From an optimization exercise on the open Yosys and OpenROAD flow, aimed at small area, a short achievable clock period and few clock cycles; shortcuts taken in it are not production practice. Only simulation tests tie the RTL to the original design; equivalence was not proved. Power figures rest on the tool's default switching activity, not on a simulated workload.

run A:
Design packet_truncate_ipv4_fixup_unit, start of the top module:
module packet_truncate_ipv4_fixup_unit (
  input  logic        clk_i,
  input  logic        rst_ni,
  input  logic        cfg_we_i,
  input  logic        cfg_idx_i,
  input  logic [15:0] cfg_wdata_i,
  input  logic        s_axis_tvalid,
  output logic        s_axis_tready,
  input  logic [23:0] s_axis_tdata,    
  input  logic        s_axis_tlast,
  output logic        m_axis_tvalid,
  input  logic        m_axis_tready,
  output logic [7:0]  m_axis_tdata,    
  output logic        m_axis_tlast
);
Settings: LEC_CHECK=0, CAP_MARGIN=20, CORE_MARGIN=2, CORE_UTILIZATION=40, CTS_CLUSTER_DIAMETER=110, CTS_CLUSTER_SIZE=26, PLACE_DENSITY=0.6, SETUP_SLACK_MARGIN=3.1, SLEW_MARGIN=20; clock period 5.5 ns.
run.sh (not shown) runs the stock make flow with config.mk's settings and CLKGATE_MAP_FILE= SYNTH_SCRIPT=/design/flow/synth_recipe.tcl, a recipe that flattens the netlist after the stock synthesis.
Testbench counts of run A, summed over its fixed seeds: cycles 243,794.
Relative to run A, the following input files were edited for run B:
--- a/flow/config.mk
+++ b/flow/config.mk
@@ -9,6 +9,6 @@
 export CORE_MARGIN = 2
-export CORE_UTILIZATION = 40
+export CORE_UTILIZATION = 50
 export CTS_CLUSTER_DIAMETER = 110
 export CTS_CLUSTER_SIZE = 26
-export PLACE_DENSITY = 0.6
+export PLACE_DENSITY = 0.7
 export SETUP_SLACK_MARGIN = 3.1
==> results.txt <==
Against run A, cell count in run B fell by a few percent.
Run B vs. run A: count of flip-flops and latches was more or less identical, delay of the slowest cell on the worst path went up by 0.05 ns, final routed wire length divided by cell count was more or less identical, non-clock buffer instance count of the final layout went down by 7.5%, fraction of area in registers went up by 0.67 points.
Run B: global-route usage is 3.2 points higher than what run A reported.
HPWL reported at the end of detailed placement, run A and run B: smaller value in run B
The lower minimum hold slack came out of run B.
The more densely filled core belongs to run B, not run A.
Power was higher in the run labelled run A.
> inputs changed (run B -> run C)
--- a/flow/config.mk
+++ b/flow/config.mk
@@ -9,6 +9,4 @@
 export CORE_MARGIN = 2
-export CORE_UTILIZATION = 50
-export CTS_CLUSTER_DIAMETER = 110
-export CTS_CLUSTER_SIZE = 26
-export PLACE_DENSITY = 0.7
+export CORE_UTILIZATION = 40
+export PLACE_DENSITY = 0.6
 export SETUP_SLACK_MARGIN = 3.1
Notes after the runs:
Run C was carried through to the last stage, and its layout satisfied the timing, DRC and antenna checks.
Compared with run B, in run C worst vdd rail ir drop went down, wire length of the first global-routing pass went up, register clock-pin slew on the reported worst setup and hold paths went down, multi-input gate area in the final layout went down, utilization went down.
Diff run B and run C: all-layer global routing usage higher in run B

packet_truncate_ipv4_fixup_unit again, from the RTL that the note above started with.
==> flow/config.mk <==
export PLATFORM = sky130hd
export DESIGN_NAME = packet_truncate_ipv4_fixup_unit
export DESIGN_NICKNAME = packet_truncate_ipv4_fixup_unit
export VERILOG_FILES = /design/flow/design.v
export SDC_FILE = /design/flow/constraint.sdc
export NUM_CORES = 4
export LEC_CHECK = 0
export CAP_MARGIN = 20
export CORE_MARGIN = 2
export CORE_UTILIZATION = 40
export CTS_CLUSTER_DIAMETER = 110
export CTS_CLUSTER_SIZE = 26
export GPL_ROUTABILITY_DRIVEN = 0
export PLACE_DENSITY = 0.6
export SETUP_SLACK_MARGIN = 3.1
export SLEW_MARGIN = 20
==> flow/constraint.sdc <==
create_clock -name core_clock -period 5.5 [get_ports {clk_i}]
set_input_delay 1.1000 -clock core_clock [delete_from_list [all_inputs] [get_ports {clk_i}]]
set_output_delay 1.1000 -clock core_clock [all_outputs]
set_load 0.01 [all_outputs]
Testbench counts at the start, summed over its fixed seeds: cycles 243,794.
Change:
Settings changed: CTS_CLUSTER_DIAMETER 110 to 120, CTS_CLUSTER_SIZE 26 to 30, GPL_ROUTABILITY_DRIVEN 0 to default.
The changed run went through all stages and came out clean.
Clock skew goes down by 13 ps.
Total power climbs by 0.35%.
Cell area came out higher by 0.47%.
Via count went up by 0.59%.
Flip-flop and latch count is unchanged.
Combinational power came out higher by 5.3%.
Setup slack got worse by 24 ps.
Die area does not change.
Change:
Settings changed: CORE_UTILIZATION 40 to 60, CTS_CLUSTER_DIAMETER 120 to 110, CTS_CLUSTER_SIZE 30 to 26, PLACE_DENSITY 0.6 to 0.8.
Result: Via count goes up by a few percent; worst setup slack got worse by 85 ps; register-to-register slack loses 80 ps; cell area shrinks by a few percent; final cell count decreases by roughly a tenth.

packet_truncate_ipv4_fixup_unit again, from the RTL that the note above started with.
Design packet_truncate_ipv4_fixup_unit, start of the top module:
module packet_truncate_ipv4_fixup_unit (
  input  logic        clk_i,
  input  logic        rst_ni,
  input  logic        cfg_we_i,
  input  logic        cfg_idx_i,
  input  logic [15:0] cfg_wdata_i,
  input  logic        s_axis_tvalid,
  output logic        s_axis_tready,
  input  logic [23:0] s_axis_tdata,    
  input  logic        s_axis_tlast,
  output logic        m_axis_tvalid,
  input  logic        m_axis_tready,
  output logic [7:0]  m_axis_tdata,    
  output logic        m_axis_tlast
);
clock: 5.5 ns
lec_check: 0
cap_margin: 20
core_margin: 2
core_utilization: 50
cts_cluster_diameter: 110
cts_cluster_size: 26
place_density: 0.65
setup_slack_margin: 3.1
slew_margin: 20
The starting point ran to the end with no violations.
Testbench counts at the start, summed over its fixed seeds: cycles 243,794.
Change:
- PLACE_DENSITY: 0.65 -> 0.7
- SETUP_SLACK_MARGIN: 3.1 -> 2.95
=>
- clock skew rose by 7.4 ps
- clock-buffer cell count rose by 10
- final cell count fell by about 0.8%
- setup slack gets better by 78 ps
- via count rose by 0.30%
- routed wire length fell by about 4.7%
- non-clock buffer count fell by 33
- synthesized area stays the same
Change:
- CORE_UTILIZATION: 50 -> 45
- PLACE_DENSITY: 0.7 -> 0.65
- SETUP_SLACK_MARGIN: 2.95 -> 3.1
The changed run completed with no timing, DRC or antenna violations.
Die area grows by 11%.
Combinational power grows by 9.6%.
Count of clock-buffer cells in the layout shrinks by 1.
Sequential cell count does not change.
Setup slack improves by 110 ps.
Total power grows by 2.9%.
Design area grows by 1.7%.
Synthesized area stays the same.
Worst hold slack degrades by 20 ps.
Wire length grows by 2.6%.
Critical path depth grows by 5.
Change:
- CORE_UTILIZATION: 45 -> 50
- PLACE_DENSITY: 0.65 -> 0.7
- TNS_END_PERCENT: unset -> 50
First-iteration DRC count increases by about 13%.
Design area went up by about 0.45%.
Area after synthesis is unchanged.
Routed wire length is higher by about 2.3%.
Via count grows by 3.0%.
Global-route usage came out higher by 1.3 points.
Clock-buffer cell count goes down by 13.
Final cell count came out lower by about 3%.
Total power came out higher by about 1.6%.
Register-to-register slack loses 20 ps.
Combinational power climbs by about 3%.
Change:
- SETUP_SLACK_MARGIN: 3.1 -> 3.2
- TNS_END_PERCENT: 50 -> unset
The changed run produced a clean layout.
Worst setup slack gains 49 ps.
Global-route usage rises by 0.23 points.
Utilization rises by 0.34 points.

before:
Starting RTL as in the previous note.
Settings: LEC_CHECK=0, CAP_MARGIN=20, CORE_MARGIN=2, CORE_UTILIZATION=50, CTS_CLUSTER_DIAMETER=110, CTS_CLUSTER_SIZE=26, PLACE_DENSITY=0.75, SETUP_SLACK_MARGIN=3.1, SLEW_MARGIN=20; clock period 5.5 ns.
before | stages: all done | timing, DRC, antenna: all pass
Testbench counts of before, summed over its fixed seeds: cycles 243,794.
Changes in after relative to before:
-- flow/config.mk --
<<< before, line 9
export CORE_MARGIN = 2
export CORE_UTILIZATION = 50
export CTS_CLUSTER_DIAMETER = 110
export CTS_CLUSTER_SIZE = 26
export PLACE_DENSITY = 0.75
export SETUP_SLACK_MARGIN = 3.1
>>> after, line 9
export CORE_MARGIN = 2
export CORE_UTILIZATION = 40
export CTS_CLUSTER_DIAMETER = 100
export CTS_CLUSTER_SIZE = 22
export PLACE_DENSITY = 0.6
export SETUP_SLACK_MARGIN = 3.1
Notes after the runs:
before | status: complete | timing, DRC, antenna: pass. after finished all stages; the layout is clean. after reports its end point of the critical path as ob_q[1] while before reports ob_q[4]. after vs before, instance count: after higher. Final clock period utilization by the worst path, before and after: larger value in after. Compared to before, after has proportion of cell area occupied by multi-input gates 0.21 points lower. Lower post-detailed-route wirelength per cell goes to after over before.

-- port drivers added, routing unchanged --
The results above use ideal ports. As a check the final layouts listed here were re-extracted and re-timed, cells and wires unchanged.
Step 1, drivers: a clkbuf_16 drives clk_i and a buf_2 each remaining input, both assumed.
Step 2 times the ports against the registers' clock, not the clock port: input delays grow and output delays shrink by t, the midpoint of the rising clock arrivals with the driver on.
a / b / c = ideal ports / drivers / drivers and shift; a / b = the first two.
run | t, ns | setup WS [ns] | worst register clock-pin slew, ns
run A | 0.676 | 3.067 / 3.034 / 2.497 | 0.11 / 0.11
run B | 0.679 | 3.102 / 3.097 / 2.526 | 0.11 / 0.11
run C | 0.673 | 3.075 / 3.067 / 2.484 | 0.07 / 0.07
the first run of note 2 | 0.676 | 3.067 / 3.034 / 2.497 | 0.11 / 0.11
the second run of note 2 | 0.659 | 3.043 / 3.035 / 2.514 | 0.12 / 0.12
the third run of note 2 | 0.676 | 2.958 / 2.958 / 2.507 | 0.11 / 0.11
the first run of note 3 | 0.675 | 2.855 / 2.855 / 2.470 | 0.11 / 0.11
the second run of note 3 | 0.678 | 2.933 / 2.938 / 2.279 | 0.11 / 0.11
the third run of note 3 | 0.671 | 3.047 / 3.047 / 2.506 | 0.11 / 0.11
the fourth run of note 3 | 0.677 | 2.981 / 2.918 / 2.383 | 0.11 / 0.11
the fifth run of note 3 | 0.665 | 3.030 / 3.030 / 2.509 | 0.11 / 0.11
before | 0.678 | 3.015 / 3.015 / 2.565 | 0.11 / 0.11
after | 0.651 | 2.979 / 2.979 / 2.571 | 0.10 / 0.10
After both steps every run listed still meets setup and hold. For the second run of note 3, which loses most, drivers alone change the setup slack by +0.005 ns; drivers and shift together by -0.654 ns.
